This is an optimization exercise on Yosys and OpenROAD, whose aim is a short achievable clock period and few clock cycles, not a production implementation. The RTL was checked by simulation tests, not by an equivalence proof against the original design. Power is estimated from default activity; no workload was simulated.

--- design/flow/constraint.sdc ---
create_clock -name core_clock -period 6.0 [get_ports {clk}]
set_input_delay 1.2000 -clock core_clock [delete_from_list [all_inputs] [get_ports {clk}]]
set_output_delay 1.2000 -clock core_clock [all_outputs]
set_load 0.01 [all_outputs]
--- design/flow/config.mk ---
export PLATFORM = sky130hd
export DESIGN_NAME = purge_duplicate
export DESIGN_NICKNAME = purge_duplicate
export VERILOG_FILES = /design/flow/design.v
export SDC_FILE = /design/flow/constraint.sdc
export NUM_CORES = 4
export LEC_CHECK = 0
export CAP_MARGIN = 20
export CORE_MARGIN = 2
export CORE_UTILIZATION = 40
export SLEW_MARGIN = 20
--- design/flow/design.v ---
`timescale 1ns/1ps
`default_nettype none
module dup_compare (
    input  wire [(6 * 9)-1:0]  primary,
    input  wire [(6 * 9)-1:0]  secondary,
    output logic [6-1:0] match
);
    always_comb begin
        for (int l = 0; l < 6; l++) begin
            match[l] = (primary[l*9 +: 9] == secondary[l*9 +: 9]) &&
                       (primary[l*9 +: 9] != '0);
        end
    end
endmodule
`default_nettype wire
`timescale 1ns/1ps
`default_nettype none
module track_loader (
    input  wire                                 clk,
    input  wire                                 rst_pipe,
    input  wire                                 start,
    input  wire                                 busy,
    input  wire [3*(3 + 4 * (6 * 9))-1:0]        seed_in,
    output logic [(3 * 4 * 4)*6-1:0]        match_q,     
    output logic [(3 * 4)-1:0]                present_q,
    output logic                                valid_q      
);
    logic [(3 * 4 * 4)*6-1:0]   match_d;
    logic [(3 * 4)-1:0]           present_d;
    for (genvar gp = 0; gp < 3; gp++) begin : g_gp
        localparam int GA = (gp == 2) ? 1 : 0;
        localparam int GB = (gp == 0) ? 1 : 2;
        for (genvar a = 0; a < 4; a++) begin : g_a
            for (genvar b = 0; b < 4; b++) begin : g_b
                dup_compare u_cmp (
                    .primary   (seed_in[GA*(3 + 4 * (6 * 9)) + a*(6 * 9) +: (6 * 9)]),
                    .secondary (seed_in[GB*(3 + 4 * (6 * 9)) + b*(6 * 9) +: (6 * 9)]),
                    .match     (match_d[(gp*16 + a*4 + b)*6 +: 6])
                );
            end
        end
    end
    always_comb begin
        for (int s = 0; s < 3; s++) begin
            for (int k = 0; k < 4; k++) begin
                present_d[s*4 + k] =
                    (seed_in[s*(3 + 4 * (6 * 9)) + 4*(6 * 9) +: 3] > 3'(k));
            end
        end
    end
    always_ff @(posedge clk) begin
        match_q   <= match_d;
        present_q <= present_d;
    end
    always_ff @(posedge clk) begin
        if (rst_pipe) begin
            valid_q <= 1'b0;
        end else begin
            valid_q <= start && !busy;
        end
    end
endmodule
`default_nettype wire
`timescale 1ns/1ps
`default_nettype none
module removal_sequencer (
    input  wire                             clk,
    input  wire                             rst_pipe,
    input  wire                             start,
    input  wire [(3 * 4 * 4)*6-1:0]     match_q,
    input  wire [(3 * 4)-1:0]             present_q,
    input  wire                             valid_q,
    output logic                            busy,
    output logic [(4 + 2 + 1)-1:0]           verdict,         
    output logic                            verdict_valid,
    output logic                            done
);
    localparam int QD = 8;            
    localparam int QW = 2*(3 * 4) + 1;     
    logic [(3 * 4 * 4)-1:0]    dup_q;           
    logic [(3 * 4)-1:0]   pres_q;
    logic                   dvalid_q;
    logic [2:0] shared [(3 * 4 * 4)];
    always_comb begin
        for (int p = 0; p < (3 * 4 * 4); p++) begin
            shared[p] = '0;
            for (int l = 0; l < 6; l++) begin
                shared[p] = shared[p] + 3'(match_q[p*6 + l]);
            end
        end
    end
    always_ff @(posedge clk) begin
        for (int p = 0; p < (3 * 4 * 4); p++) begin
            dup_q[p] <= (shared[p] >= 3'(3));
        end
        pres_q <= present_q;
    end
    always_ff @(posedge clk) begin
        if (rst_pipe) begin
            dvalid_q <= 1'b0;
        end else begin
            dvalid_q <= valid_q;
        end
    end
    logic [(3 * 4)-1:0]   kept;
    logic                   hit;
    always_comb begin
        for (int k = 0; k < 4; k++) begin
            kept[k] = pres_q[k];
        end
        for (int j = 0; j < 4; j++) begin
            hit = 1'b0;
            for (int a = 0; a < 4; a++) begin
                hit = hit | (pres_q[a] & dup_q[0*16 + a*4 + j]);
            end
            kept[4+j] = pres_q[4+j] & !hit;
        end
        for (int j = 0; j < 4; j++) begin
            hit = 1'b0;
            for (int a = 0; a < 4; a++) begin
                hit = hit | (pres_q[a] & dup_q[1*16 + a*4 + j]) | (kept[4+a] & dup_q[2*16 + a*4 + j]);
            end
            kept[8+j] = pres_q[8+j] & !hit;
        end
    end
    logic [QW-1:0]  q_data [QD];
    logic [QD-1:0]  q_vld;
    logic [QW-1:0]  push_data;
    logic           push;
    logic           pop;
    logic [QD:0]    vld_up;              
    assign push      = dvalid_q;
    assign push_data = {(pres_q == '0), kept, pres_q};
    assign vld_up    = {1'b0, q_vld};
    always_ff @(posedge clk) begin
        for (int i = 0; i < QD; i++) begin
            if (pop) begin
                if (push && q_vld[i] && !vld_up[i+1]) begin
                    q_data[i] <= push_data;
                end else if (i + 1 < QD) begin
                    q_data[i] <= q_data[(i + 1 < QD) ? i + 1 : i];
                end
            end else begin
                if (push && !q_vld[i] && (i == 0 || q_vld[(i > 0) ? i - 1 : 0])) begin
                    q_data[i] <= push_data;
                end
            end
        end
    end
    always_ff @(posedge clk) begin
        if (rst_pipe) begin
            q_vld <= '0;
        end else begin
            for (int i = 0; i < QD; i++) begin
                if (pop) begin
                    q_vld[i] <= vld_up[i+1] || (push && q_vld[i]);
                end else begin
                    q_vld[i] <= q_vld[i] || (push && (i == 0 || q_vld[(i > 0) ? i - 1 : 0]));
                end
            end
        end
    end
    logic                   act;         
    logic                   empty;       
    logic [(3 * 4)-1:0]   rem;         
    logic [(3 * 4)-1:0]   kmask;
    logic [(3 * 4)-1:0]   low;         
    logic [(3 * 4)-1:0]   rem_next;
    logic [4-1:0] low_idx;
    assign low      = rem & ~(rem - 1'b1);
    assign rem_next = rem & ~low;
    assign pop      = q_vld[0] && (!act || empty);
    always_comb begin
        low_idx = '0;
        for (int i = 0; i < (3 * 4); i++) begin
            if (low[i]) begin
                low_idx = low_idx | 4'(i);
            end
        end
    end
    always_ff @(posedge clk) begin
        if (!act || empty) begin
            rem   <= q_data[0][(3 * 4)-1:0];
            kmask <= q_data[0][2*(3 * 4)-1:(3 * 4)];
            empty <= q_data[0][QW-1];
        end else begin
            rem   <= rem_next;
            empty <= (rem_next == '0);
        end
        verdict <= {low_idx, low_idx[3:2], |(low & kmask)};
    end
    always_ff @(posedge clk) begin
        if (rst_pipe) begin
            act           <= 1'b0;
            verdict_valid <= 1'b0;
            done          <= 1'b0;
        end else begin
            verdict_valid <= act && !empty;
            done          <= act && empty;
            if (!act || empty) begin
                act <= q_vld[0];
            end
        end
    end
    logic [4-1:0]  n_out;
    logic [4-1:0]  n_left;
    assign n_left = n_out - 4'(act && empty);
    always_ff @(posedge clk) begin
        if (rst_pipe) begin
            n_out <= '0;
            busy  <= 1'b0;
        end else if (start && !busy) begin
            n_out <= n_left + 1'b1;
            busy  <= (n_left >= 4'(8 - 1));
        end else begin
            n_out <= n_left;
            busy  <= (n_left >= 4'(8));
        end
    end
endmodule
`default_nettype wire
`timescale 1ns/1ps
`default_nettype none
module purge_duplicate (
    input  wire                         clk,
    input  wire                         rst_pipe,
    input  wire                         start,
    input  wire [656:0]                 seed_in,         
    output wire                         busy,
    output wire [6:0]                   verdict,         
    output wire                         verdict_valid,
    output wire                         done
);
    wire [(3 * 4 * 4)*6-1:0]    match_q;
    wire [(3 * 4)-1:0]            present_q;
    wire                            valid_q;
    track_loader u_loader (
        .clk       (clk),
        .rst_pipe  (rst_pipe),
        .start     (start),
        .busy      (busy),
        .seed_in   (seed_in),
        .match_q   (match_q),
        .present_q (present_q),
        .valid_q   (valid_q)
    );
    removal_sequencer u_seq (
        .clk           (clk),
        .rst_pipe      (rst_pipe),
        .start         (start),
        .match_q       (match_q),
        .present_q     (present_q),
        .valid_q       (valid_q),
        .busy          (busy),
        .verdict       (verdict),
        .verdict_valid (verdict_valid),
        .done          (done)
    );
endmodule
`default_nettype wire
--- design/flow/run.sh ---
#!/bin/bash
# synth_recipe.tcl (not shown) runs the flow's synth.tcl, then flattens the netlist and writes it again
# the make line also repeats each setting of config.mk as NAME=value (left out here)
make -C /OpenROAD-flow-scripts/flow DESIGN_CONFIG=/design/flow/config.mk WORK_HOME=/design/flow/orfs CLKGATE_MAP_FILE= SYNTH_SCRIPT=/design/flow/synth_recipe.tcl finish
==> results.sh, run 1 <==
export IMPL_outcome="complete, no violations"
export IMPL_p_int_mw=7.92
export IMPL_ys_seq_elements=576
export IMPL_finalWirelength_um=242000
export IMPL_holdCritPathClass="reg2reg"
export IMPL_finalCriticalPeriod_ns=3.42
export IMPL_syn_num_nets=6740
export IMPL_nFillCells=12400
export IMPL_post_cts_resized=0
export IMPL_ant_nets=0
export IMPL_final_cell_mix="xor2_1 (1,905), xnor2_1 (691), clkdlybuf4s50_1 (669), nor4_1 (567), dfxtp_1 (396)"
export IMPL_cp_startpoint="seed_in[223]"
export IMPL_min_from="u_loader.present_q[3]"
export IMPL_min_path_cells=0
export IMPL_final_setup_skew_ns=0.0318
export IMPL_r2r_start="u_seq.act"
export IMPL_grt_busiest_layer="met2"
export IMPL_cpLargestDelayFamily="simple AND/OR/NAND/NOR gates"
export IMPL_grt_antenna_before_repair=32
export IMPL_power_per_cell_area_nw_per_um2=188
export IMPL_yosysTopAreaCellShare_pct=31.4
export IMPL_synth_flop_cell="dfxtp_1"
export IMPL_numPortBuffers=669
export IMPL_synth_area_per_cell_um2=9.03
export IMPL_drc=0
export IMPL_grt_pass1_wl_um=342000
export IMPL_cts_setup_buffers=0
export IMPL_slowest_stage="clkdlybuf4s50_1"
export IMPL_cp_data_arrival_time_ns=3.98
export IMPL_p_switching_mw=3.77
export IMPL_cap_violations=0
export IMPL_worst_path_max_fanout=9
export IMPL_worst_path_stages=6
export IMPL_yosys_top_cells_area="xor2_1 (31%), dfxtp_1 (15%), xnor2_1 (11%)"
export IMPL_grt_start_max_net_pins=49
export IMPL_p_comb_share_pct=27.8
export IMPL_rsz0062_at_grt="false"
export IMPL_routed_via_count=45900
export IMPL_yosysSeqAreaShare_pct=25.1
export IMPL_syn_area_um2=53200
export IMPL_ir_worst_vdd_mv=0.205
export IMPL_firstDrtPassIters=6
export IMPL_worst_slew_pin_slew_ns=1.24
export IMPL_power_frac_clock_pct=36.9
export IMPL_clockBufferDepth=3
export IMPL_ioPinCount=670
export IMPL_setup_worst_path_end_class="flip-flop"
export IMPL_fin_crit_sh_pct=57.0
export IMPL_dp_hpwl_um=178000
export IMPL_seqPwrFrac_pct=35.3
export IMPL_critPathKind="in2reg"
export IMPL_grt_remaining_overflow=0
export IMPL_critPathMaxStageDelay_ns=1.07
export IMPL_cts_hold_buf=0
export IMPL_cts_root_buf="clkbuf_16"
export IMPL_avgViaCountPerCell=5.89
export IMPL_clk_pin_slew_ns=0.06
export IMPL_wl_per_cell_um=31.0
export IMPL_met1_usage_pct=43.2
export IMPL_grtUsageMet3_pct=7.27
export IMPL_die_y_um=369
export IMPL_clk_latency_ns=0.64
export IMPL_setup_viol=0
export IMPL_post_route_util_pct=47.2
export IMPL_area_delta_synth_final_pct=16.8
export IMPL_gp_congestion=0.987
export IMPL_synthArstFlopShare_pct=0
export IMPL_cts_tree="built"
export IMPL_die_w_um=369
export IMPL_core_area_um2=132000
export IMPL_grt_pass1_vias=45000
export IMPL_startpoint_type="input pin"
export IMPL_swShare_pct=32.3
export IMPL_cts_sinks=576
export IMPL_initial_core_util_pct=40.4
export IMPL_required_ns=6.56
export IMPL_timing_slew_headroom_pct=16.6
export IMPL_rows=133
export IMPL_hold_viol_final=0
export IMPL_cp_num_buf_inv=2
export IMPL_yosys_warnings=5
export IMPL_seqCellArea_um2=13300
export IMPL_synth_edf_count=180
export IMPL_drt_iter0_drc=5106
export IMPL_fin_tns_setup_ns=0
export IMPL_drv_slew=0
export IMPL_layout_commonest_cell="xor2_1"
export IMPL_fin_nets=6832
export IMPL_grt_util_all_layers_pct=34.5
export IMPL_multi_input_area_um2=36000
export IMPL_numCtsBuffers=66
export IMPL_cp_common_cell="nor4_1"
export IMPL_die_area_um2=136000
export IMPL_post_synth_inst_count=5885
export IMPL_crit_path_cell_trace="clkdlybuf4s50_1 -> nor4_1 -> nand3_1 -> nand4_1 -> nor4_1 -> buf_4"
export IMPL_fmax_mhz=292
export IMPL_drive_gt1_share_pct=4.31
export IMPL_synth_top_area_cell="xor2_1"
export IMPL_grt_met2_usage_pct=54.8
export IMPL_synth_distinct_cells=56
export IMPL_reg2reg_depth=5
export IMPL_p_leak_nw=21.1
export IMPL_cts_max_level=3
cells in the mapped netlist, types with 3 or more instances:
| cell | number |
|---|---|
| nor2b_1 | 6 |
| a21o_1 | 3 |
| nand4_1 | 293 |
| a31oi_1 | 5 |
| nand2b_1 | 3 |
| mux2_2 | 83 |
| buf_1 | 224 |
| o21ai_1 | 9 |
| and2_1 | 7 |
| nor4_1 | 569 |
| inv_1 | 326 |
| fa_1 | 144 |
| a222oi_1 | 8 |
| nand3_1 | 65 |
| ha_1 | 51 |
| nor3_1 | 47 |
| a21oi_1 | 18 |
| or4_1 | 65 |
| nor2_1 | 53 |
| or2_2 | 3 |
| o21ai_0 | 63 |
| edfxtp_1 | 180 |
| nand2_1 | 70 |
| xnor2_1 | 691 |
| a21boi_1 | 5 |
| clkbuf_1 | 415 |
| buf_2 | 51 |
| a21boi_0 | 4 |
| and3_1 | 6 |
| nand3b_1 | 6 |
| dfxtp_1 | 396 |
| xor2_1 | 1905 |
| mux2_1 | 36 |
| or3_1 | 13 |
| nor4_2 | 6 |
| o22ai_1 | 29 |
power groups by stage:
stage	Sequential, mW	Clock [mW]	Combinational [mW]
2_1_floorplan	4.18	0	2.12
3_5_place_dp	4.21	0	3.17
5_1_grt	4.13	4.50	3.42
4_1_cts	4.13	4.37	3.18
6_report	4.13	4.31	3.25
3_3_place_gp	4.21	0	3.13
final cells by class:
| type | instances | area share [%] |
|---|---|---|
| Clock buffer | 83 | 2.98 |
| Clock inverter | 36 | 0.691 |
| Sequential cell | 576 | 21.5 |
| Inverter | 327 | 1.98 |
| Antenna cell | 11 | 0.0443 |
| Tap cell | 1755 | 3.54 |
| Timing Repair Buffer | 718 | 11.4 |
| Multi-Input combinational cell | 4288 | 57.9 |
worst paths after layout:
path	endpoint	slack, ns
max	u_loader.match_q[192]	2.58
min	u_seq.pres_q[3]	0.33
max reg2reg	u_seq.q_data[4][9]	2.81
min reg2reg	u_seq.pres_q[3]	0.33
registers in the layout, indices dropped and copies added, names as in the netlist, 5 cells and up:
| register | count |
|---|---|
| u_seq.q_vld | 8 |
| u_seq.dup_q | 48 |
| u_seq.verdict | 5 |
| u_loader.present_q | 12 |
| u_seq.rem | 12 |
| u_seq.q_data | 168 |
| u_seq.kmask | 12 |
| u_seq.pres_q | 12 |
| u_loader.match_q | 288 |
stage by stage:
| step | setup slack (ns) | hold WS, ns | area, um^2 | instances | power [mW] |
|---|---|---|---|---|---|
| after floorplan | 3.14 | 0.310 | 53200 | 5885 | 6.30 |
| after global placement | 2.04 | 0.311 | 59700 | 7663 | 7.34 |
| after detailed placement | 2.04 | 0.312 | 59800 | 7664 | 7.38 |
| after CTS | 2.65 | 0.324 | 62100 | 7783 | 11.7 |
| after global routing | 2.58 | 0.329 | 62100 | 7787 | 12.1 |
| final | 2.58 | 0.326 | 62100 | 7794 | 11.7 |
metal layers:
layer  wire [um]  share of wire, %  vias up
li1            -                 -    19600
met1       93200                39    22600
met2      109000                45     2831
met3       22500               9.3      871
met4       17000               7.0       36
met5         207             0.086        -
kinds of logic (layout without fill, tap and decap cells):
kind of cell               count (synthesis)  in the layout  share of synthesized area (%)
xor gates and xnor gates                2596           2596                           42.8
DFF                                      576            576                           25.1
adders and majority gates                197            197                           6.66
muxes                                    119            119                           2.52
other                                      0             11                              0
buffers and inverters                   1021           1164                           7.37
and+or+nand+nor                         1216           1216                           13.7
AOI/OAI and AO/OA                        160            160                           1.87
Testbench counts, summed over its fixed seeds: cycles 44,780.
==> run 2: changes to the inputs <==
--- a/design/flow/design.v
+++ b/design/flow/design.v
@@ -76,22 +76,27 @@
     output logic                            done
 );
-    localparam int QD = 8;            
+    localparam int QD = 4;            
     localparam int QW = 2*(3 * 4) + 1;     
     logic [(3 * 4 * 4)-1:0]    dup_q;           
     logic [(3 * 4)-1:0]   pres_q;
     logic                   dvalid_q;
-    logic [2:0] shared [(3 * 4 * 4)];
+    logic [(3 * 4 * 4)-1:0]    dup_d;
+    logic [5:0]             m;
+    logic [1:0]             any_h;           
+    logic [1:0]             two_h;           
+    logic [1:0]             all_h;           
     always_comb begin
         for (int p = 0; p < (3 * 4 * 4); p++) begin
-            shared[p] = '0;
-            for (int l = 0; l < 6; l++) begin
-                shared[p] = shared[p] + 3'(match_q[p*6 + l]);
-            end
-        end
-    end
-    always_ff @(posedge clk) begin
-        for (int p = 0; p < (3 * 4 * 4); p++) begin
-            dup_q[p] <= (shared[p] >= 3'(3));
-        end
+            m = match_q[p*6 +: 6];
+            for (int h = 0; h < 2; h++) begin
+                any_h[h] = m[3*h] | m[3*h+1] | m[3*h+2];
+                two_h[h] = (m[3*h] & m[3*h+1]) | (m[3*h] & m[3*h+2]) | (m[3*h+1] & m[3*h+2]);
+                all_h[h] = m[3*h] & m[3*h+1] & m[3*h+2];
+            end
+            dup_d[p] = all_h[0] | all_h[1] | (two_h[0] & any_h[1]) | (any_h[0] & two_h[1]);
+        end
+    end
+    always_ff @(posedge clk) begin
+        dup_q  <= dup_d;
         pres_q <= present_q;
     end
@@ -168,5 +173,12 @@
     logic [(3 * 4)-1:0]   rem_next;
     logic [4-1:0] low_idx;
-    assign low      = rem & ~(rem - 1'b1);
+    logic [(3 * 4)-1:0]   below;       
+    always_comb begin
+        below[0] = 1'b0;
+        for (int i = 1; i < (3 * 4); i++) begin
+            below[i] = below[i-1] | rem[i-1];
+        end
+    end
+    assign low      = rem & ~below;
     assign rem_next = rem & ~low;
     assign pop      = q_vld[0] && (!act || empty);
@@ -203,7 +215,7 @@
         end
     end
-    logic [4-1:0]  n_out;
-    logic [4-1:0]  n_left;
-    assign n_left = n_out - 4'(act && empty);
+    logic [3-1:0]  n_out;
+    logic [3-1:0]  n_left;
+    assign n_left = n_out - 3'(act && empty);
     always_ff @(posedge clk) begin
         if (rst_pipe) begin
@@ -212,8 +224,8 @@
         end else if (start && !busy) begin
             n_out <= n_left + 1'b1;
-            busy  <= (n_left >= 4'(8 - 1));
+            busy  <= (n_left >= 3'(4 - 1));
         end else begin
             n_out <= n_left;
-            busy  <= (n_left >= 4'(8));
+            busy  <= (n_left >= 3'(4));
         end
     end
--- a/design/flow/config.mk
+++ b/design/flow/config.mk
@@ -9,3 +9,4 @@
 export CORE_MARGIN = 2
 export CORE_UTILIZATION = 40
+export SETUP_SLACK_MARGIN = 4.0
 export SLEW_MARGIN = 20
==> results.sh, run 2 <==
export IMPL_grt_pass1_vias=43100
export IMPL_final_setup_skew_ns=0.0445
export IMPL_clk_pin_slew_ns=0.06
export IMPL_area_delta_synth_final_pct=21.3
export IMPL_fin_crit_sh_pct=38.4
export IMPL_die_area_um2=121000
export IMPL_drc=0
export IMPL_finalCriticalPeriod_ns=2.31
export IMPL_yosysMostFrequentCell="xor2_1"
export IMPL_timing_slew_headroom_pct=54.6
export IMPL_r2r_slack_ns=4.07
export IMPL_avgViaCountPerCell=6.20
export IMPL_p_leak_nw=21.4
export IMPL_cpLargestDelayFamily="flip-flops"
export IMPL_synth_edf_count=96
export IMPL_grt_pass1_wl_um=325000
export IMPL_grt_util_all_layers_pct=36.5
export IMPL_layout_commonest_cell="xor2_1"
export IMPL_cts_sinks=487
export IMPL_clk_latency_ns=0.67
export IMPL_reg_top3="u_loader.match_q: 288 flops, u_seq.q_data: 84 flops, u_seq.dup_q: 48 flops"
export IMPL_critPathKind="reg2out"
export IMPL_yosys_top_cells_count="xor2_1 (1,920), xnor2_1 (674), nor4_1 (577)"
export IMPL_ys_seq_elements=487
export IMPL_startpoint_type="flip-flop"
export IMPL_worst_path_max_fanout=2
export IMPL_worst_slew_pin_slew_ns=0.679
export IMPL_wl_per_cell_um=31.5
export IMPL_syn_area_um2=47300
export IMPL_fin_nets=6395
export IMPL_post_route_util_pct=48.8
export IMPL_ant_nets=0
export IMPL_dp_hpwl_um=165000
export IMPL_required_ns=4.80
export IMPL_finalWirelength_um=231000
export IMPL_die_y_um=348
export IMPL_numPortBuffers=669
export IMPL_synth_distinct_cells=54
export IMPL_r2r_end="u_seq.q_data[1][21]"
export IMPL_synth_area_per_cell_um2=8.44
export IMPL_synthArstFlopShare_pct=0
export IMPL_crit_path_cell_trace="buf_6"
export IMPL_ir_worst_vdd_mv=0.220
export IMPL_yosysSeqAreaShare_pct=22.6
export IMPL_clockBufferDepth=3
export IMPL_yosys_warnings=4
export IMPL_post_synth_inst_count=5603
export IMPL_largest_reg_flops=288
export IMPL_slowest_stage="dfxtp_2"
export IMPL_critPathMaxStageDelay_ns=0.35
export IMPL_fin_tns_setup_ns=0
export IMPL_nFillCells=11200
export IMPL_hold_viol_final=0
export IMPL_r2r_start="u_seq.pres_q[2]"
export IMPL_firstDrtPassIters=6
export IMPL_setup_worst_path_end_class="output port"
export IMPL_largest_register="u_loader.match_q"
export IMPL_yosys_top_cells_area="xor2_1 (36%), dfxtp_1 (17%), xnor2_1 (12%)"
export IMPL_fmax_mhz=434
export IMPL_stdcell_count=7347
export IMPL_routed_via_count=45600
export IMPL_holdCritPathClass="reg2reg"
export IMPL_core_area_um2=118000
export IMPL_numCtsBuffers=59
export IMPL_cap_violations=0
export IMPL_drv_slew=0
export IMPL_cts_root_buf="clkbuf_16"
export IMPL_drive_gt1_share_pct=22.4
export IMPL_grt_antenna_before_repair=52
export IMPL_gp_congestion=1.03
export IMPL_drt_iter0_drc=5458
export IMPL_rows=126
export IMPL_cp_num_buf_inv=1
export IMPL_rsz0062_at_grt="true"
export IMPL_final_cell_mix="xor2_1 (1,920), xnor2_1 (659), dfxtp_1 (380), buf_2 (334), nor4_1 (323)"
export IMPL_min_path_cells=0
export IMPL_setup_viol=0
export IMPL_hold_end="u_seq.pres_q[5]"
export IMPL_outcome="complete, no violations"
export IMPL_yosysTopAreaCellShare_pct=35.6
export IMPL_synth_flop_cell="dfxtp_1"
export IMPL_reg2reg_depth=4
export IMPL_initial_core_util_pct=40.2
export IMPL_ioPinCount=670
export IMPL_dp_cells=7153
export IMPL_syn_num_nets=6267
export IMPL_min_from="u_loader.present_q[5]"
export IMPL_cp_data_arrival_time_ns=1.11
export IMPL_cts_max_level=2
export IMPL_grt_remaining_overflow=0
export IMPL_finalPower_mw=10.6
export IMPL_grt_start_max_net_pins=32
export IMPL_power_per_cell_area_nw_per_um2=185
export IMPL_die_w_um=348
export IMPL_cts_tree="built"
export IMPL_synth_top_area_cell="xor2_1"
[run 2: cell count changes after synthesis, moves of 48 or more]
cell / change
nor2_1: +98
nand2_1: +77
a31o_2: +48
fa_1: -144
edfxtp_1: -84
mux2_2: -66
inv_1: -314
o221a_2: +48
nor3_1: +91
[run 2: cell type report]
cell class | count | area, um^2 | area share [%]
tap | 1536 | 1920 | 3.35
multi-input combinational | 4421 | 37100 | 64.7
timing repair buffer | 750 | 5410 | 9.43
inverter | 12 | 48.8 | 0.0850
clock inverter | 38 | 492 | 0.857
clock buffer | 72 | 1600 | 2.78
antenna | 31 | 77.6 | 0.135
sequential | 487 | 10700 | 18.7
[run 2: cells by family (layout without fill, tap and decap cells)]
kind of cell,count (synthesis),in the layout,share of synthesized area (%)
xor gates and xnor gates,2594,2594,48.0
and+or+nand+nor,1526,1526,18.3
buffers and inverters,695,872,5.64
DFF,487,487,22.6
AOI/OAI and AO/OA,231,231,3.82
adders and majority gates,53,53,1.14
muxes,17,17,0.405
other,0,31,0
[run 2: per-layer routing]
layer	vias up	wire length, um	global-route usage [%]
met5	-	194	0
met4	30	16200	19.9
met3	863	26000	9.21
met2	3331	99400	56.1
met1	22100	89700	46.8
li1	19300	-	-
[run 2: how the worst max path moves through the flow]
stage	to	cells after the start	start
2_1_floorplan	u_loader.match_q[171]	5	seed_in[193]
3_3_place_gp	u_loader.match_q[221]	6	seed_in[323]
3_5_place_dp	u_loader.match_q[238]	5	seed_in[314]
4_1_cts	verdict[6]	1	u_seq.verdict[2]
5_1_grt	verdict[6]	1	u_seq.verdict[2]
6_report	verdict[6]	1	u_seq.verdict[2]
[run 2: power by group]
group / switching, mW / leakage (nW) / internal, mW / total, mW
Clock: 1.63 / 1.02 / 2.22 / 3.86
Combinational: 2.11 / 16.4 / 1.19 / 3.31
Sequential: 0.0504 / 4.04 / 3.38 / 3.43
Total: 3.79 / 21.4 / 6.80 / 10.6
[run 2: stage by stage]
step	cell area [um^2]	setup WS (ns)	hold WS [ns]
finish	57400	3.69	0.327
global route	57400	3.63	0.330
CTS	57000	3.64	0.329
detailed placement	53900	2.14	0.314
global placement	53900	1.95	0.312
floorplan	51600	3.59	0.310
[run 2: timing repair]
item,CTS,global route
hold buffers,0,0
buffers inserted,35,18
gates resized for setup,3225,666
cloned,0,0
pin swaps,98,136
endpoints found under the setup margin,362,279
Testbench counts of run 2, summed over its fixed seeds: cycles 44,780.
==> run 3: changes to the inputs <==
--- a/design/flow/design.v
+++ b/design/flow/design.v
@@ -4,12 +4,17 @@
     input  wire [(6 * 9)-1:0]  primary,
     input  wire [(6 * 9)-1:0]  secondary,
-    output logic [6-1:0] match
-);
-    always_comb begin
+    output logic                is_dup
+);
+    logic [6-1:0]    match;
+    logic [2:0]             shared;      
+    always_comb begin
+        shared = '0;
         for (int l = 0; l < 6; l++) begin
             match[l] = (primary[l*9 +: 9] == secondary[l*9 +: 9]) &&
                        (primary[l*9 +: 9] != '0);
-        end
-    end
+            shared   = shared + 3'(match[l]);
+        end
+    end
+    assign is_dup = (shared >= 3'(3));
 endmodule
 `default_nettype wire
@@ -22,9 +27,9 @@
     input  wire                                 busy,
     input  wire [3*(3 + 4 * (6 * 9))-1:0]        seed_in,
-    output logic [(3 * 4 * 4)*6-1:0]        match_q,     
+    output logic [(3 * 4 * 4)-1:0]                 dup_q,
     output logic [(3 * 4)-1:0]                present_q,
     output logic                                valid_q      
 );
-    logic [(3 * 4 * 4)*6-1:0]   match_d;
+    logic [(3 * 4 * 4)-1:0]            dup_d;
     logic [(3 * 4)-1:0]           present_d;
     for (genvar gp = 0; gp < 3; gp++) begin : g_gp
@@ -36,5 +41,5 @@
                     .primary   (seed_in[GA*(3 + 4 * (6 * 9)) + a*(6 * 9) +: (6 * 9)]),
                     .secondary (seed_in[GB*(3 + 4 * (6 * 9)) + b*(6 * 9) +: (6 * 9)]),
-                    .match     (match_d[(gp*16 + a*4 + b)*6 +: 6])
+                    .is_dup    (dup_d[gp*16 + a*4 + b])
                 );
             end
@@ -50,5 +55,5 @@
     end
     always_ff @(posedge clk) begin
-        match_q   <= match_d;
+        dup_q     <= dup_d;
         present_q <= present_d;
     end
@@ -68,7 +73,7 @@
     input  wire                             rst_pipe,
     input  wire                             start,
-    input  wire [(3 * 4 * 4)*6-1:0]     match_q,
-    input  wire [(3 * 4)-1:0]             present_q,
-    input  wire                             valid_q,
+    input  wire [(3 * 4 * 4)-1:0]              dup_q,
+    input  wire [(3 * 4)-1:0]             pres_q,
+    input  wire                             dvalid_q,
     output logic                            busy,
     output logic [(4 + 2 + 1)-1:0]           verdict,         
@@ -78,34 +83,4 @@
     localparam int QD = 4;            
     localparam int QW = 2*(3 * 4) + 1;     
-    logic [(3 * 4 * 4)-1:0]    dup_q;           
-    logic [(3 * 4)-1:0]   pres_q;
-    logic                   dvalid_q;
-    logic [(3 * 4 * 4)-1:0]    dup_d;
-    logic [5:0]             m;
-    logic [1:0]             any_h;           
-    logic [1:0]             two_h;           
-    logic [1:0]             all_h;           
-    always_comb begin
-        for (int p = 0; p < (3 * 4 * 4); p++) begin
-            m = match_q[p*6 +: 6];
-            for (int h = 0; h < 2; h++) begin
-                any_h[h] = m[3*h] | m[3*h+1] | m[3*h+2];
-                two_h[h] = (m[3*h] & m[3*h+1]) | (m[3*h] & m[3*h+2]) | (m[3*h+1] & m[3*h+2]);
-                all_h[h] = m[3*h] & m[3*h+1] & m[3*h+2];
-            end
-            dup_d[p] = all_h[0] | all_h[1] | (two_h[0] & any_h[1]) | (any_h[0] & two_h[1]);
-        end
-    end
-    always_ff @(posedge clk) begin
-        dup_q  <= dup_d;
-        pres_q <= present_q;
-    end
-    always_ff @(posedge clk) begin
-        if (rst_pipe) begin
-            dvalid_q <= 1'b0;
-        end else begin
-            dvalid_q <= valid_q;
-        end
-    end
     logic [(3 * 4)-1:0]   kept;
     logic                   hit;
@@ -173,12 +148,5 @@
     logic [(3 * 4)-1:0]   rem_next;
     logic [4-1:0] low_idx;
-    logic [(3 * 4)-1:0]   below;       
-    always_comb begin
-        below[0] = 1'b0;
-        for (int i = 1; i < (3 * 4); i++) begin
-            below[i] = below[i-1] | rem[i-1];
-        end
-    end
-    assign low      = rem & ~below;
+    assign low      = rem & ~(rem - 1'b1);
     assign rem_next = rem & ~low;
     assign pop      = q_vld[0] && (!act || empty);
@@ -244,5 +212,5 @@
     output wire                         done
 );
-    wire [(3 * 4 * 4)*6-1:0]    match_q;
+    wire [(3 * 4 * 4)-1:0]             dup_q;
     wire [(3 * 4)-1:0]            present_q;
     wire                            valid_q;
@@ -253,5 +221,5 @@
         .busy      (busy),
         .seed_in   (seed_in),
-        .match_q   (match_q),
+        .dup_q     (dup_q),
         .present_q (present_q),
         .valid_q   (valid_q)
@@ -261,7 +229,7 @@
         .rst_pipe      (rst_pipe),
         .start         (start),
-        .match_q       (match_q),
-        .present_q     (present_q),
-        .valid_q       (valid_q),
+        .dup_q         (dup_q),
+        .pres_q        (present_q),
+        .dvalid_q      (valid_q),
         .busy          (busy),
         .verdict       (verdict),
--- a/design/flow/config.mk
+++ b/design/flow/config.mk
@@ -9,4 +9,4 @@
 export CORE_MARGIN = 2
 export CORE_UTILIZATION = 40
-export SETUP_SLACK_MARGIN = 4.0
+export SETUP_SLACK_MARGIN = 3.8
 export SLEW_MARGIN = 20
==> results.sh, run 3 <==
export IMPL_required_ns=6.37
export IMPL_yosysMostFrequentCell="xor2_1"
export IMPL_finalWirelength_um=230000
export IMPL_outcome="complete, no violations"
export IMPL_seqPwrFrac_pct=23.0
export IMPL_post_synth_inst_count=5299
export IMPL_stdcell_count=7306
export IMPL_fin_crit_sh_pct=70.6
export IMPL_drv_slew=0
export IMPL_finalCriticalPeriod_ns=4.23
export IMPL_cp_num_buf_inv=2
export IMPL_synth_flop_cell="edfxtp_1"
export IMPL_cap_violations=0
export IMPL_routed_via_count=45000
export IMPL_cp_data_arrival_time_ns=4.60
export IMPL_grt_pass1_vias=43200
export IMPL_area_delta_synth_final_pct=28.6
export IMPL_die_y_um=334
export IMPL_synth_xor_area_share_pct=52.3
export IMPL_wl_per_cell_um=31.5
export IMPL_p_switching_mw=2.66
export IMPL_reg2reg_depth=3
export IMPL_synthMuxAreaShare_pct=0
export IMPL_reg_top3="u_seq.q_data: 84 flops, u_loader.dup_q: 48 flops"
export IMPL_startpoint_type="input pin"
export IMPL_die_area_um2=111000
export IMPL_ioPinCount=670
export IMPL_critPathMaxStageDelay_ns=0.84
export IMPL_clockBufferDepth=2
export IMPL_grt_util_all_layers_pct=39.6
export IMPL_drc=0
export IMPL_swShare_pct=42.3
export IMPL_initial_core_util_pct=40.4
export IMPL_cp_common_cell="nor4_1"
export IMPL_p_leak_nw=21.4
export IMPL_worst_path_max_fanout=8
export IMPL_firstDrtPassIters=8
export IMPL_cts_hold_buf=0
export IMPL_setup_viol=0
export IMPL_numCtsBuffers=17
export IMPL_largest_reg_flops=84
export IMPL_synth_top_area_cell="xor2_1"
export IMPL_synth_top_family_by_area="XOR/XNOR gates"
export IMPL_drive_gt1_share_pct=24.3
export IMPL_hold_viol_final=0
export IMPL_p_int_mw=3.63
export IMPL_cts_sinks=186
export IMPL_synth_distinct_cells=49
export IMPL_final_setup_skew_ns=0.0180
export IMPL_power_frac_clock_pct=19.4
export IMPL_synth_area_per_cell_um2=8.21
export IMPL_grt_remaining_overflow=0
export IMPL_yosysSeqAreaShare_pct=10.8
export IMPL_core_area_um2=108000
export IMPL_cts_tree="built"
export IMPL_drt_iter0_drc=5950
export IMPL_clk_latency_ns=0.45
export IMPL_fin_tns_setup_ns=0
export IMPL_worst_slew_pin_slew_ns=1.07
export IMPL_ant_nets=0
export IMPL_yosysTopAreaCellShare_pct=40.4
export IMPL_gp_congestion=1.05
export IMPL_die_w_um=334
export IMPL_numPortBuffers=669
export IMPL_power_per_cell_area_nw_per_um2=112
export IMPL_worst_path_stages=9
export IMPL_largest_register="u_seq.q_data"
export IMPL_ys_seq_elements=186
export IMPL_grt_pass1_wl_um=322000
export IMPL_critPathKind="in2reg"
export IMPL_dp_cells=6899
export IMPL_final_cell_mix="xor2_1 (1,991), xnor2_1 (578), buf_4 (473), nor4_1 (308), nand4_1 (293)"
export IMPL_yosys_top_cells_count="xor2_1 (2,008), xnor2_1 (586), buf_2 (461)"
export IMPL_min_path_cells=0
export IMPL_synthArstFlopShare_pct=0
export IMPL_synth_fa_ha_area_share_pct=8.13
export IMPL_cpLargestDelayFamily="simple AND/OR/NAND/NOR gates"
export IMPL_fmax_mhz=236
export IMPL_synth_compound_area_share_pct=2.02
export IMPL_syn_num_nets=6155
export IMPL_rsz0062_at_grt="true"
export IMPL_syn_area_um2=43500
export IMPL_synth_simple_gate_area_share_pct=18.2
export IMPL_grt_start_max_net_pins=33
export IMPL_rows=120
export IMPL_fin_nets=6723
export IMPL_yosys_warnings=4
export IMPL_slowest_stage="nor4_1"
export IMPL_grt_antenna_before_repair=30
export IMPL_timing_slew_headroom_pct=27.9
export IMPL_avgViaCountPerCell=6.16
export IMPL_p_comb_share_pct=57.6
export IMPL_cts_max_level=4
export IMPL_synth_edf_count=96
export IMPL_layout_commonest_cell="xor2_1"
export IMPL_holdCritPathClass="reg2reg"
export IMPL_setup_worst_path_end_class="flip-flop"
export IMPL_clk_pin_slew_ns=0.08
export IMPL_dp_hpwl_um=169000
export IMPL_yosys_top_cells_area="xor2_1 (40%), xnor2_1 (12%), fa_1 (6.6%)"
export IMPL_cts_root_buf="clkbuf_16"
export IMPL_crit_path_cell_trace="clkdlybuf4s50_1 -> xor2_1 -> nor4_1 -> nand4_1 -> nor4_1 -> ha_2 -> inv_2 -> fa_1 -> o21ai_1"
export IMPL_ir_worst_vdd_mv=0.211
## run 3: cell types whose count changed in the layout (fill, tap and decap cells not counted), moves of 87 or more
cell	change
clkdlybuf4s50_1	+117
dlygate4sd2_1	+111
buf_6	+172
or4_4	+133
inv_1	+106
dfxtp_1	-298
nor4_4	-141
nor3_1	-87
nor2_1	-88
buf_2	-266
clkbuf_4	-115
buf_4	+335
fa_1	+104
## run 3: logic make-up after synthesis
| group | after synthesis |
|---|---|
| xor gates and xnor gates | 2594 |
| and+or+nand+nor | 1337 |
| buffers and inverters | 840 |
| adders and majority gates | 196 |
| DFF | 186 |
| AOI/OAI and AO/OA | 146 |
## run 3: repair_timing
| action | in CTS | in global routing |
|---|---|---|
| cloned | 0 | 0 |
| pin swaps | 417 | 213 |
| setup endpoints to repair | 189 | 75 |
| gates resized for setup | 2614 | 326 |
| buffers inserted | 285 | 67 |
## run 3: worst paths after layout
path         slack [ns]                   to                  start
max                1.77   u_loader.dup_q[23]           seed_in[619]
min                0.42       u_seq.kmask[5]    u_seq.q_data[0][17]
max reg2reg        3.90  u_seq.q_data[0][16]  u_loader.present_q[4]
min reg2reg        0.42       u_seq.kmask[5]    u_seq.q_data[0][17]
## run 3: layout make-up
type | count | area, um^2
Antenna cell | 23 | 57.6
Clock buffer | 19 | 433
Clock inverter | 13 | 190
Fill cell | 10000 | 51600
Inverter | 157 | 589
Multi-Input combinational cell | 4273 | 36700
Sequential cell | 186 | 4690
Tap cell | 1403 | 1760
Timing Repair Buffer | 1232 | 11500
## run 3: worst reg2reg max path, cell delays in order (launching register included)
cell and delay, ns:
dfxtp_1 0.50, a21boi_0 0.65, nand2_1 0.30, o21ai_0 0.42
## run 3: metrics by stage
step           total power [mW]  area (um^2)  worst slack (ns)  hold WS [ns]  util, %
3_3_place_gp               4.63        50800             0.497         0.408     47.2
4_1_cts                    6.08        54800              1.74         0.425     51.0
5_1_grt                    6.52        55900              1.71         0.436     52.0
6_report                   6.29        55900              1.77         0.421     52.0
2_1_floorplan              3.69        45400              1.83         0.400        -
3_5_place_dp               4.68        50800             0.526         0.417     47.2
## run 3: power by group through the flow
stage	registers (mW)	logic [mW]	clock network, mW
after floorplan	1.44	2.25	0
after global placement	1.48	3.16	0
after detailed placement	1.48	3.20	0
after CTS	1.45	3.40	1.23
after global routing	1.46	3.78	1.28
final	1.45	3.62	1.22
## run 3: per-layer routing
metal	track usage [%]	up-vias	wire length, um
li1	-	18600	-
met4	25.6	12	20600
met5	0	-	87
met3	12.7	1034	31100
met2	59.5	3700	95900
met1	48.6	21600	82000
Testbench counts of run 3, summed over its fixed seeds: cycles 44,772.
==> run 4: changes to the inputs <==
--- a/design/flow/design.v
+++ b/design/flow/design.v
@@ -7,14 +7,20 @@
 );
     logic [6-1:0]    match;
-    logic [2:0]             shared;      
-    always_comb begin
-        shared = '0;
+    logic [1:0]             any_h;       
+    logic [1:0]             two_h;       
+    logic [1:0]             all_h;       
+    always_comb begin
         for (int l = 0; l < 6; l++) begin
             match[l] = (primary[l*9 +: 9] == secondary[l*9 +: 9]) &&
                        (primary[l*9 +: 9] != '0);
-            shared   = shared + 3'(match[l]);
-        end
-    end
-    assign is_dup = (shared >= 3'(3));
+        end
+    end
+    for (genvar h = 0; h < 2; h++) begin : g_half
+        assign any_h[h] = match[3*h] | match[3*h+1] | match[3*h+2];
+        assign two_h[h] = (match[3*h] & match[3*h+1]) | (match[3*h] & match[3*h+2]) |
+                          (match[3*h+1] & match[3*h+2]);
+        assign all_h[h] = match[3*h] & match[3*h+1] & match[3*h+2];
+    end
+    assign is_dup = all_h[0] | all_h[1] | (two_h[0] & any_h[1]) | (any_h[0] & two_h[1]);
 endmodule
 `default_nettype wire
@@ -148,5 +154,12 @@
     logic [(3 * 4)-1:0]   rem_next;
     logic [4-1:0] low_idx;
-    assign low      = rem & ~(rem - 1'b1);
+    logic [(3 * 4)-1:0]   below;       
+    always_comb begin
+        below[0] = 1'b0;
+        for (int i = 1; i < (3 * 4); i++) begin
+            below[i] = below[i-1] | rem[i-1];
+        end
+    end
+    assign low      = rem & ~below;
     assign rem_next = rem & ~low;
     assign pop      = q_vld[0] && (!act || empty);
--- a/design/flow/config.mk
+++ b/design/flow/config.mk
@@ -9,4 +9,4 @@
 export CORE_MARGIN = 2
 export CORE_UTILIZATION = 40
-export SETUP_SLACK_MARGIN = 3.8
+export SETUP_SLACK_MARGIN = 4.0
 export SLEW_MARGIN = 20
==> results.sh, run 4 <==
export IMPL_ioPinCount=670
export IMPL_initial_core_util_pct=40.2
export IMPL_fmax_mhz=325
export IMPL_grt_remaining_overflow=0
export IMPL_met1_usage_pct=49.2
export IMPL_power_frac_clock_pct=16.5
export IMPL_ir_worst_vdd_mv=0.155
export IMPL_grt_met2_usage_pct=63.6
export IMPL_cts_tree="built"
export IMPL_avgViaCountPerCell=6.27
export IMPL_holdCritPathClass="reg2reg"
export IMPL_drv_slew=0
export IMPL_synth_flop_cell="edfxtp_1"
export IMPL_cts_root_buf="clkbuf_16"
export IMPL_drc=0
export IMPL_fin_tns_setup_ns=0
export IMPL_dp_hpwl_um=178000
export IMPL_rows=123
export IMPL_p_leak_nw=22.4
export IMPL_synth_area_per_cell_um2=8.03
export IMPL_cap_violations=0
export IMPL_ys_seq_elements=186
export IMPL_grt_antenna_before_repair=16
export IMPL_synth_distinct_cells=68
export IMPL_dp_cells=7263
export IMPL_grt_start_max_net_pins=39
export IMPL_area_delta_synth_final_pct=46.1
export IMPL_yosysSeqAreaShare_pct=10.4
export IMPL_die_area_um2=115000
export IMPL_fin_crit_sh_pct=51.3
export IMPL_syn_num_nets=6273
export IMPL_gp_congestion=1.01
export IMPL_clk_pin_slew_ns=0.08
export IMPL_yosys_top_cells_area="xnor2_1 (40%), xor2_1 (11%), edfxtp_1 (6.4%)"
export IMPL_die_w_um=340
export IMPL_grt_pass1_wl_um=355000
export IMPL_core_area_um2=112000
export IMPL_numCtsBuffers=17
export IMPL_yosysTopAreaCellShare_pct=39.7
export IMPL_setup_viol=0
export IMPL_firstDrtPassIters=6
export IMPL_grt_util_all_layers_pct=41.8
export IMPL_fin_nets=7239
export IMPL_reg_top3="u_seq.q_data: 84 flops, u_loader.dup_q: 48 flops"
export IMPL_syn_area_um2=45100
export IMPL_drive_gt1_share_pct=38.7
export IMPL_cts_max_level=4
export IMPL_routed_via_count=50800
export IMPL_grt_pass1_vias=48300
export IMPL_layout_commonest_cell="xnor2_1"
export IMPL_cts_sinks=186
export IMPL_largest_reg_flops=84
export IMPL_swShare_pct=43.4
export IMPL_critPathKind="in2reg"
export IMPL_p_int_mw=4.05
export IMPL_required_ns=6.41
export IMPL_synth_edf_count=96
export IMPL_final_setup_skew_ns=0.0139
export IMPL_grtUsageMet3_pct=12.9
export IMPL_hold_viol_final=0
export IMPL_synth_top_area_cell="xnor2_1"
export IMPL_seqPwrFrac_pct=20.1
export IMPL_wl_per_cell_um=31.7
export IMPL_drt_iter0_drc=6595
export IMPL_yosys_top_cells_count="xnor2_1 (2,042), xor2_1 (552), buf_2 (329)"
export IMPL_yosysMostFrequentCell="xnor2_1"
export IMPL_clockBufferDepth=2
export IMPL_synthArstFlopShare_pct=0
export IMPL_finalCriticalPeriod_ns=3.08
export IMPL_critPathMaxStageDelay_ns=0.80
export IMPL_cts_hold_buf=0
export IMPL_stdcell_count=8096
export IMPL_outcome="complete, no violations"
export IMPL_ant_nets=0
export IMPL_timing_slew_headroom_pct=39.7
export IMPL_cp_data_arrival_time_ns=3.49
export IMPL_numPortBuffers=669
export IMPL_p_comb_share_pct=63.4
export IMPL_finalWirelength_um=257000
export IMPL_crit_path_cell_trace="buf_12 -> buf_4 -> xnor2_2 -> nand2_1 -> nor4_4 -> nor3_1 -> or3_1 -> o31ai_1 -> o311a_1"
export IMPL_setup_worst_path_end_class="flip-flop"
export IMPL_rsz0062_at_grt="true"
export IMPL_p_switching_mw=3.11
export IMPL_power_per_cell_area_nw_per_um2=109
export IMPL_clk_latency_ns=0.47
export IMPL_yosys_warnings=4
export IMPL_worst_slew_pin_slew_ns=0.898
export IMPL_die_y_um=340
export IMPL_worst_path_max_fanout=7
export IMPL_grt_busiest_layer="met2"
export IMPL_slowest_stage="nor4_4"
export IMPL_post_synth_inst_count=5609
export IMPL_startpoint_type="input pin"
export IMPL_final_cell_mix="xnor2_1 (1,867), buf_4 (783), xor2_1 (546), buf_6 (437), nand4_1 (310)"
export IMPL_largest_register="u_seq.q_data"
-- run 4: changes by cell type in the layout (fill, tap and decap cells not counted), sizes merged, moves of 112 or more --
cell           previous run  this run
clkdlybuf4s50           128        11
nand3                    71       247
or4                     246        76
xor2                   2008       552
dlygate4sd2             113         1
xnor2                   586      2042
fa                      144         0
buf                     860      1530
inv                     160        41
-- run 4: critical path, delay by kind of cell --
family	cells	cell delay [ns]
buffers and inverters	2	0.30
xor gates and xnor gates	1	0.14
AOI/OAI and AO/OA	2	0.44
and+or+nand+nor	4	1.41
-- run 4: worst paths after layout --
check	startpoint	to	slack, ns	depth (start not counted)
min reg2reg	u_seq.q_data[0][21]	u_seq.kmask[9]	0.42	0
max	seed_in[21]	u_loader.dup_q[0]	2.92	9
max reg2reg	u_loader.present_q[3]	u_seq.q_data[1][20]	3.81	6
min	u_seq.q_data[0][21]	u_seq.kmask[9]	0.42	0
-- run 4: logic make-up (layout without fill, tap and decap cells) --
family          after synthesis  in the layout  share of synthesized area [%]
xor+xnor                   2594           2594                           50.4
simple gates               1670           1671                           21.4
buf+inv                     716           1692                           9.63
compound gates              339            341                           5.57
flops                       186            186                           10.4
mux                          64             64                           1.60
fa+ha+maj                    40             40                          0.939
other cells                   0              8                              0
-- run 4: power groups by stage --
stage / clock (mW) / sequential [mW] / combinational [mW]
finish: 1.18 / 1.44 / 4.53
CTS: 1.19 / 1.44 / 4.16
global route: 1.24 / 1.45 / 4.71
global placement: 0 / 1.46 / 3.60
detailed placement: 0 / 1.46 / 3.65
floorplan: 0 / 1.44 / 2.77
-- run 4: cell type report --
cell class	count	area, um^2
fillers	9740	46200
inverters	34	130
diodes	8	20.0
well taps	1500	1880
multi-input cells	4710	42200
repair buffers	1626	16300
clock inverters	15	181
clock buffers	17	425
flip-flops and latches	186	4690
-- run 4: through the flow --
stage	util, %	hold WS [ns]	worst slack (ns)	instance area, um^2	power, mW
after floorplan	-	0.400	2.86	47500	4.22
after global placement	46.3	0.406	1.34	51900	5.06
after detailed placement	46.3	0.405	1.36	51900	5.11
after CTS	55.2	0.425	3.06	61800	6.78
after global routing	58.7	0.432	2.96	65800	7.39
final	58.7	0.423	2.92	65800	7.15
-- run 4: what timing repair did --
item	in CTS	in global routing
resized for setup	4745	660
pin swaps	630	359
setup buffers	627	154
cloned	8	4
setup endpoints to repair	194	122
-- run 4: metal layers --
metal	vias up	part of all wire, %	wire length (um)
met5	-	0.032	83
met4	12	9.8	25100
met3	1352	13	33600
met2	4054	42	109000
met1	24300	35	89300
li1	21100	-	-
Testbench counts of run 4, summed over its fixed seeds: cycles 44,772.

separate check: timing with driven ports:
In the flow no input, the clock included, has a driving cell. The finished layouts below were timed again as built, in two steps.
Step 1: set_driving_cell puts a clkbuf_16 on clk and a buf_2 on each other input, an assumption about the parent block.
Step 2 moves the port delays by t, midway between the first and last clock arrival at a register: inputs arrive t later, outputs are due t later. That takes back most of the time a late clock gives input paths.
Three values: ideal, step 1, step 2; two values: the first two.
| run | t (ns) | slack for setup (ns) | hold slack, ns | worst register clock-pin slew, ns | worst data-port slew with drivers (ns) |
|---|---|---|---|---|---|
| run 1 | 0.699 | 2.577 / 2.627 / 1.928 | 0.326 / 0.326 / 0.326 | 0.07 / 0.07 | 0.23 |
| run 2 | 0.708 | 3.694 / 3.634 / 3.250 | 0.327 / 0.327 / 0.327 | 0.07 / 0.07 | 0.16 |
| run 3 | 0.488 | 1.766 / 1.775 / 1.287 | 0.421 / 0.421 / 0.421 | 0.08 / 0.08 | 0.25 |
| run 4 | 0.516 | 2.924 / 2.923 / 2.406 | 0.423 / 0.423 / 0.423 | 0.08 / 0.08 | 0.26 |
After both steps every run listed still meets setup and hold. For run 1, which loses most, drivers alone change the setup slack by +0.050 ns; drivers and shift together by -0.649 ns.
